This design comes from an exercise in tuning for small area, a short achievable clock period and few clock cycles per item on the open sky130 flow, not from production work.
Function was checked by simulation only, so behaviour that the tests miss may differ from the original.
No activity file was given, so power comes from the tool's default toggle rates.

==> flow/design.v (excerpt) <==
module polymul_wb (
	input logic clk,
	input logic rst_b,
	input logic wb_cyc_i,
	input logic wb_stb_i,
	input logic wb_we_i,
	input logic [4:0] wb_adr_i,
	input logic [39:0] wb_dat_i,
	output logic wb_ack_o,
	output logic [39:0] wb_dat_o
);
	localparam logic [1:0] R_A = 2'd0, R_B = 2'd1, R_C = 2'd2, R_CTRL = 2'd3;
	localparam int LAST = 20;           
	logic [319:0] a_mem;
	logic [319:0] b_mem;
	logic [319:0] c_mem;
	logic [15:0] c_new;
	logic busy, done;
	logic [4:0] cnt;
	logic busy_n, done_n;
	logic req, start, hit, rot;
	logic [1:0] rg;
	logic [2:0] wd;
	logic [39:0] rdat;
	logic [1:0] t_rg;
	logic [2:0] t_wd;
	logic v;                            
	logic [1:0] p_rg;
	logic [2:0] p_wd;
	logic [4:0] m1, m0;                 
	logic [1:0] t_rg_n, p_rg_n;
	logic [2:0] t_wd_n, p_wd_n;
	logic v_n, load;
	logic [4:0] m1_n, m0_n;
	logic [39:0] p_data;
	logic [39:0] rdat_n;
	assign req = wb_cyc_i & wb_stb_i;
	assign rg = wb_adr_i[4:3];
	assign wd = wb_adr_i[2:0];
	assign hit = &((wb_adr_i & m1) | (~wb_adr_i & m0));
	assign start = req & wb_we_i & (rg == R_CTRL) & ~busy;
	assign rot = start | (busy & (cnt != 5'(LAST)));
	assign wb_ack_o = req & (wb_we_i | hit);
	assign wb_dat_o = rdat;
	always_comb begin
		busy_n = busy;
		done_n = done;
		if (!rst_b) begin
			busy_n = 1'b0;
			done_n = 1'b0;
		end else if (start) begin
			busy_n = 1'b1;
			done_n = 1'b0;
		end else if (busy && cnt == 5'(LAST)) begin
			busy_n = 1'b0;
			done_n = 1'b1;
  ...
export LEC_CHECK = 0
export ABC_CLOCK_PERIOD_IN_PS = 3500
export CAP_MARGIN = 30
export CORE_MARGIN = 2
export CORE_UTILIZATION = 25
export CTS_BUF_LIST = sky130_fd_sc_hd__clkbuf_8
export PLACE_DENSITY = 0.55
export SETUP_SLACK_MARGIN = 3.3
export SLEW_MARGIN = 30
create_clock -name core_clock -period 7.0 [get_ports {clk}]
standard.sh (not shown) runs the stock make flow with config.mk's settings and CLKGATE_MAP_FILE= SYNTH_SCRIPT=/design/flow/synth_recipe.tcl, a recipe that flattens the netlist after the stock synthesis.
==> flow/flow/run.sh <==
#!/bin/bash
# The standard layout, except that the port buffers are buf_4 cells
# rather than the delay-buffer cells buffer_ports picks by default.
set -euo pipefail
export BUFFER_PORTS_ARGS="-buffer_cell sky130_fd_sc_hd__buf_4"
bash standard.sh > layout.log 2>&1
The first run produced a clean layout.
Testbench counts at the start, summed over its fixed seeds: cycles 2,208, runs 48.
Rerun with:
Settings changed: CTS_BUF_LIST sky130_fd_sc_hd__clkbuf_8 to sky130_fd_sc_hd__clkbuf_16, CTS_CLUSTER_DIAMETER from default to 90, CTS_CLUSTER_SIZE from default to 16, GPL_ROUTABILITY_DRIVEN from default to 0, SETUP_SLACK_MARGIN 3.3 to 3.4.
After rerunning: The changed run ran to the end with no violations. Power fell by 10%. Design area is lower by 1.8%. Sequential power barely changes. Non-clock buffer count goes down by 24. Via count barely changes. Worst setup slack is better by 60 ps. Clock power falls by 20%. Die area does not change. Critical path depth is unchanged.
Rerun with:
Settings changed: CTS_BUF_LIST sky130_fd_sc_hd__clkbuf_16 to sky130_fd_sc_hd__clkbuf_8, CTS_CLUSTER_DIAMETER 90 to default, CTS_CLUSTER_SIZE 16 to default, GPL_ROUTABILITY_DRIVEN 0 to default, PLACE_DENSITY 0.55 to 0.62.
Outcome: Worst setup slack got worse by 69 ps. Non-clock buffer count is higher by 38. Maximum frequency is lower by 1.8%. Synthesized cell count stays the same. Total power is higher by 5.7%. Final area is higher by 1.8%. Clock power is higher by about 24%. Clock skew is higher by 37 ps. Global-route usage is higher by 0.66 points. Critical path depth is higher by 1. Via count is higher by about 2%.

---

## run A
The RTL this note starts from:
==> flow/design.v <==
package polymul_pkg;
	localparam int GF_M = 8;                           
	localparam logic [GF_M-1:0] FIELD_POLY = 8'h1B;   
	localparam int COEFS = 5;                          
	localparam int DEPTH = 8;                          
	localparam int ADDR_W = 3;
	localparam int WORD_W = COEFS * GF_M;
	localparam int STEPS = DEPTH * DEPTH;              
	localparam int BUS_ADR_W = 5;                      
	localparam logic [1:0] REGION_A = 2'd0;
	localparam logic [1:0] REGION_B = 2'd1;
	localparam logic [1:0] REGION_C = 2'd2;
	localparam logic [1:0] REGION_CTRL = 2'd3;
	localparam int STAT_BUSY = 0;                      
	localparam int STAT_DONE = 1;
	typedef logic [GF_M-1:0] coef_t;
	typedef union packed {
		logic [WORD_W-1:0] raw;
		coef_t [COEFS-1:0] coef;
	} poly_word_u;
	typedef struct packed {
		logic cyc;
		logic stb;
		logic we;
		logic [BUS_ADR_W-1:0] adr;
		logic [WORD_W-1:0] dat;
	} wb_req_t;
	typedef struct packed {
		logic ack;
		logic [WORD_W-1:0] dat;
	} wb_rsp_t;
	typedef struct packed {
		logic en;
		logic [ADDR_W-1:0] addr;
		poly_word_u data;
	} mem_wr_t;
endpackage
module gf_kpre (
	input logic [7:0] a,
	output logic [26:0] p
);
	function automatic logic [2:0] pre2(input logic [1:0] y);
		pre2 = {y[1] ^ y[0], y[1], y[0]};
	endfunction
	function automatic logic [8:0] pre4(input logic [3:0] x);
		pre4 = {pre2(x[3:2] ^ x[1:0]), pre2(x[3:2]), pre2(x[1:0])};
	endfunction
	assign p = {pre4(a[7:4] ^ a[3:0]), pre4(a[7:4]), pre4(a[3:0])};
endmodule
module gf_kpost (
	input logic [26:0] d,
	output logic [7:0] p
);
	function automatic logic [2:0] post2(input logic [2:0] e);
		post2 = {e[1], e[0] ^ e[1] ^ e[2], e[0]};
	endfunction
	function automatic logic [6:0] post4(input logic [8:0] e);
		logic [2:0] l, h, m;
		l = post2(e[2:0]);
		h = post2(e[5:3]);
		m = post2(e[8:6]);
		post4 = {4'b0, l} ^ {2'b0, m ^ l ^ h, 2'b0} ^ {h, 4'b0};
	endfunction
	logic [6:0] l, h, m;
	logic [14:0] w;
	always_comb begin
		l = post4(d[8:0]);
		h = post4(d[17:9]);
		m = post4(d[26:18]);
		w = {8'b0, l} ^ {4'b0, m ^ l ^ h, 4'b0} ^ {h, 8'b0};
		for (int i = 14; i >= 8; i--)
			if (w[i])
				w = w ^ (15'h11B << (i - 8));
		p = w[7:0];
	end
endmodule
module gf_mac_array (
	input logic clk,
	input logic [319:0] a,
	input logic [319:0] b,
	output logic [15:0] c
);
	localparam int N = 40;
	logic [26:0] ap [N];
	logic [26:0] bp [N];
	logic [26:0] h [2][5];
	logic [26:0] h_q [2][5];
	logic [26:0] d [2];
	for (genvar i = 0; i < N; i++) begin : g_pre
		gf_kpre u_pa (.a(a[8*i +: 8]), .p(ap[i]));
		gf_kpre u_pb (.a(b[8*i +: 8]), .p(bp[i]));
	end
	logic [26:0] t [2][64];
	always_comb begin
		for (int r = 0; r < 2; r++) begin
			for (int i = 0; i < 64; i++)
				t[r][i] = (i < N) ? (ap[i] & bp[(r - i + N) % N]) : '0;
			for (int w = 32; w >= 8; w = w / 2)
				for (int k = 0; k < w; k++)
					t[r][k] = t[r][2*k] ^ t[r][2*k+1];
			for (int k = 0; k < 5; k++)
				h[r][k] = t[r][k];
		end
	end
	always_ff @(posedge clk) begin
		for (int r = 0; r < 2; r++)
			for (int k = 0; k < 5; k++)
				h_q[r][k] <= h[r][k];
	end
	always_comb begin
		d[0] = h_q[0][0] ^ h_q[0][1] ^ h_q[0][2] ^ h_q[0][3] ^ h_q[0][4];
		d[1] = h_q[1][0] ^ h_q[1][1] ^ h_q[1][2] ^ h_q[1][3] ^ h_q[1][4];
	end
	for (genvar r = 0; r < 2; r++) begin : g_post
		gf_kpost u_post (.d(d[r]), .p(c[8*r +: 8]));
	end
endmodule
module polymul_wb (
	input logic clk,
	input logic rst_b,
	input logic wb_cyc_i,
	input logic wb_stb_i,
	input logic wb_we_i,
	input logic [4:0] wb_adr_i,
	input logic [39:0] wb_dat_i,
	output logic wb_ack_o,
	output logic [39:0] wb_dat_o
);
	localparam logic [1:0] R_A = 2'd0, R_B = 2'd1, R_C = 2'd2, R_CTRL = 2'd3;
	localparam int LAST = 20;           
	logic [319:0] a_mem;
	logic [319:0] b_mem;
	logic [319:0] c_mem;
	logic [15:0] c_new;
	logic busy, done;
	logic [4:0] cnt;
	logic busy_n, done_n;
	logic req, start, hit, rot;
	logic [1:0] rg;
	logic [2:0] wd;
	logic [39:0] rdat;
	logic [1:0] t_rg;
	logic [2:0] t_wd;
	logic v;                            
	logic [1:0] p_rg;
	logic [2:0] p_wd;
	logic [4:0] m1, m0;                 
	logic [1:0] t_rg_n, p_rg_n;
	logic [2:0] t_wd_n, p_wd_n;
	logic v_n, load;
	logic [4:0] m1_n, m0_n;
	logic [39:0] p_data;
	logic [39:0] rdat_n;
	assign req = wb_cyc_i & wb_stb_i;
	assign rg = wb_adr_i[4:3];
	assign wd = wb_adr_i[2:0];
	assign hit = &((wb_adr_i & m1) | (~wb_adr_i & m0));
	assign start = req & wb_we_i & (rg == R_CTRL) & ~busy;
	assign rot = start | (busy & (cnt != 5'(LAST)));
	assign wb_ack_o = req & (wb_we_i | hit);
	assign wb_dat_o = rdat;
	always_comb begin
		busy_n = busy;
		done_n = done;
		if (!rst_b) begin
			busy_n = 1'b0;
			done_n = 1'b0;
		end else if (start) begin
			busy_n = 1'b1;
			done_n = 1'b0;
		end else if (busy && cnt == 5'(LAST)) begin
			busy_n = 1'b0;
			done_n = 1'b1;
		end
	end
	always_ff @(posedge clk) begin
		busy <= busy_n;
		done <= done_n;
		if (!rst_b || start)
			cnt <= 5'd1;
		else if (busy)
			cnt <= cnt + 1'b1;
	end
	always_ff @(posedge clk) begin
		for (int w = 0; w < 8; w++)
			if (req && wb_we_i && rg == R_A && wd == 3'(w) && !busy)
				a_mem[40*w +: 40] <= wb_dat_i;
	end
	logic b_shift;
	logic [319:0] b_rot;
	assign b_shift = busy | wb_adr_i[4];
	assign b_rot = {b_mem[15:0], b_mem[319:16]};
	always_ff @(posedge clk) begin
		for (int w = 0; w < 8; w++)
			if (rot || (req && wb_we_i && rg == R_B && wd == 3'(w) && !busy))
				b_mem[40*w +: 40] <= b_shift ? b_rot[40*w +: 40] : wb_dat_i;
	end
	gf_mac_array u_mac (
		.clk(clk),
		.a(a_mem),
		.b(b_mem),
		.c(c_new)
	);
	always_ff @(posedge clk) begin
		if (busy)
			c_mem <= {c_new, c_mem[319:16]};
	end
	always_comb begin
		t_rg_n = t_rg;
		t_wd_n = t_wd;
		v_n = v;
		p_rg_n = p_rg;
		p_wd_n = p_wd;
		load = 1'b0;
		if (!rst_b || (req && wb_we_i)) begin
			t_rg_n = R_CTRL;
			v_n = 1'b1;
			p_rg_n = R_C;
			p_wd_n = '0;
		end else if (req && !hit && v) begin
			v_n = 1'b0;
			p_rg_n = rg;
			p_wd_n = wd;
		end else if (!v || (req && hit && (t_rg != R_CTRL || rdat[1]))) begin
			load = 1'b1;
			t_rg_n = p_rg;
			t_wd_n = p_wd;
			v_n = 1'b1;
			if (p_rg == R_CTRL) begin
				p_rg_n = R_C;
				p_wd_n = '0;
			end else
				p_wd_n = p_wd + 1'b1;
		end
		case (p_rg)
			R_A: p_data = a_mem[40*p_wd +: 40];
			R_C: p_data = c_mem[40*p_wd +: 40];
			R_CTRL: p_data = {38'b0, done_n, busy_n};
			default: p_data = '0;
		endcase
		if (load)
			rdat_n = p_data;
		else if (t_rg_n == R_CTRL)
			rdat_n = {38'b0, done_n, busy_n};
		else
			rdat_n = rdat;
	end
	assign m1_n = v_n ? {t_rg_n, t_rg_n[0] ? 3'b111 : t_wd_n} : 5'b0;
	assign m0_n = v_n ? {~t_rg_n, t_rg_n[0] ? 3'b111 : ~t_wd_n} : 5'b0;
	always_ff @(posedge clk) begin
		t_rg <= t_rg_n;
		t_wd <= t_wd_n;
		v <= v_n;
		p_rg <= p_rg_n;
		p_wd <= p_wd_n;
		m1 <= m1_n;
		m0 <= m0_n;
		rdat <= rdat_n;
	end
endmodule
clock: 7.0 ns
lec_check: 0
abc_clock_period_in_ps: 3500
cap_margin: 30
core_margin: 2
core_utilization: 25
cts_buf_list: sky130_fd_sc_hd__clkbuf_16
cts_cluster_diameter: 100
cts_cluster_size: 20
gpl_routability_driven: 0
place_density: 0.58
setup_slack_margin: 3.4
slew_margin: 30
Scripts as last shown in full above: flow/flow/run.sh
Testbench counts of run A, summed over its fixed seeds: cycles 2,208, runs 48.
Changes in run B relative to run A:
# run A
export LEC_CHECK = 0
export ABC_CLOCK_PERIOD_IN_PS = 3500
export CAP_MARGIN = 30
export CORE_MARGIN = 2
export CORE_UTILIZATION = 25
export CTS_BUF_LIST = sky130_fd_sc_hd__clkbuf_16
export CTS_CLUSTER_DIAMETER = 100
export CTS_CLUSTER_SIZE = 20
export GPL_ROUTABILITY_DRIVEN = 0
export PLACE_DENSITY = 0.58
export SETUP_SLACK_MARGIN = 3.4
export SLEW_MARGIN = 30
create_clock -name core_clock -period 7.0 [get_ports {clk}]
# run B
export LEC_CHECK = 0
export ABC_CLOCK_PERIOD_IN_PS = 3500
export CAP_MARGIN = 30
export CORE_MARGIN = 2
export CORE_UTILIZATION = 25
export PLACE_DENSITY = 0.55
export SETUP_SLACK_MARGIN = 3.4
export SLEW_MARGIN = 30
create_clock -name core_clock -period 7.0 [get_ports {clk}]
==> comparison <==
Of run A and run B, the run reporting the higher clock-buffer cell count was run B.
[diff] hold slack, run B relative to run A: improvement
Re worst slack at placement: run A was higher than run B.
Per the comparison of run B with run A, area growth from synthesis to layout grew by 3.9 points, fraction of area in registers shrank by 1.3 points, ratio of final minimum period to clock period grew by 0.76 points.
Diff run A..run B | summed instance area of the synthesized netlist | unchanged
Compared with run A, in run B wire length per cell after detailed routing picked up an extra about 9%, number of non-clock buffers picked up an extra 54.
Changes in run C relative to run B:
# run B
export LEC_CHECK = 0
export ABC_CLOCK_PERIOD_IN_PS = 3500
export CAP_MARGIN = 30
export CORE_MARGIN = 2
export CORE_UTILIZATION = 25
export PLACE_DENSITY = 0.55
export SETUP_SLACK_MARGIN = 3.4
export SLEW_MARGIN = 30
create_clock -name core_clock -period 7.0 [get_ports {clk}]
# run C
export LEC_CHECK = 0
export ABC_CLOCK_PERIOD_IN_PS = 3500
export CAP_MARGIN = 30
export CORE_MARGIN = 2
export CORE_UTILIZATION = 25
export CTS_BUF_LIST = sky130_fd_sc_hd__clkbuf_8
export GPL_ROUTABILITY_DRIVEN = 0
export PLACE_DENSITY = 0.55
export SETUP_SLACK_MARGIN = 3.2
export SLEW_MARGIN = 30
create_clock -name core_clock -period 7.0 [get_ports {clk}]
Results
Power share of the combinational group (run C over run B): decrease, 1.2 points
The design area reported for run C is smaller than that of run B by about 1.3%.
For the met3 routing resource usage after global routing, run C came in 1.5 points higher than run B did.
Total power in run C is 9.9% lower than in run B
Going from run B to run C, sequential share of layout area grows by 0.46 points.
Share of cell area taken by multi-input logic gates was lower in run B than in run C.
Run C vs. run B: flip-flop and latch count after synthesis now sits at about the same level; global-route usage dropped 1.2 points; HPWL reported at the end of detailed placement shrank by 5.4%; via count climbed about 1.3%.
Diff run C and run B: non-clock buffer instance count of the final layout higher in run B

re-timing with driven ports:
No port has a modelled driver above. Below, the same layouts with a new extraction and two added sets of constraints.
Step 1, drivers: a clkbuf_16 drives clk and a buf_2 each remaining input, both assumed.
Step 2, shift: input delay + t, output delay - t, t = (earliest + latest rising clock arrival at the registers) / 2. This alone moves slack from input paths to output paths.
a / b / c = ideal / step 1 / step 2; a / b = the first two.
run | shift t [ns] | setup slack, ns | hold WS [ns] | worst setup path after step 2
the first run of note 1 | 1.144 | 3.179 / 3.104 / 2.556 | 0.427 / 0.427 / 0.427 | input to register
the second run of note 1 | 0.913 | 3.239 / 3.192 / 2.657 | 0.428 / 0.428 / 0.428 | input to register
the third run of note 1 | 1.107 | 3.171 / 3.136 / 2.937 | 0.413 / 0.413 / 0.413 | input to register
run A | 0.871 | 3.218 / 3.169 / 2.714 | 0.415 / 0.415 / 0.415 | input to register
run B | 0.940 | 3.165 / 3.090 / 2.628 | 0.433 / 0.433 / 0.433 | input to register
run C | 1.127 | 3.192 / 3.140 / 2.759 | 0.406 / 0.406 / 0.406 | input to register
After both steps setup and hold are still met in every run listed. The setup slack of the first run of note 1, which loses most, moves by -0.075 ns with the drivers and by -0.623 ns with both steps.
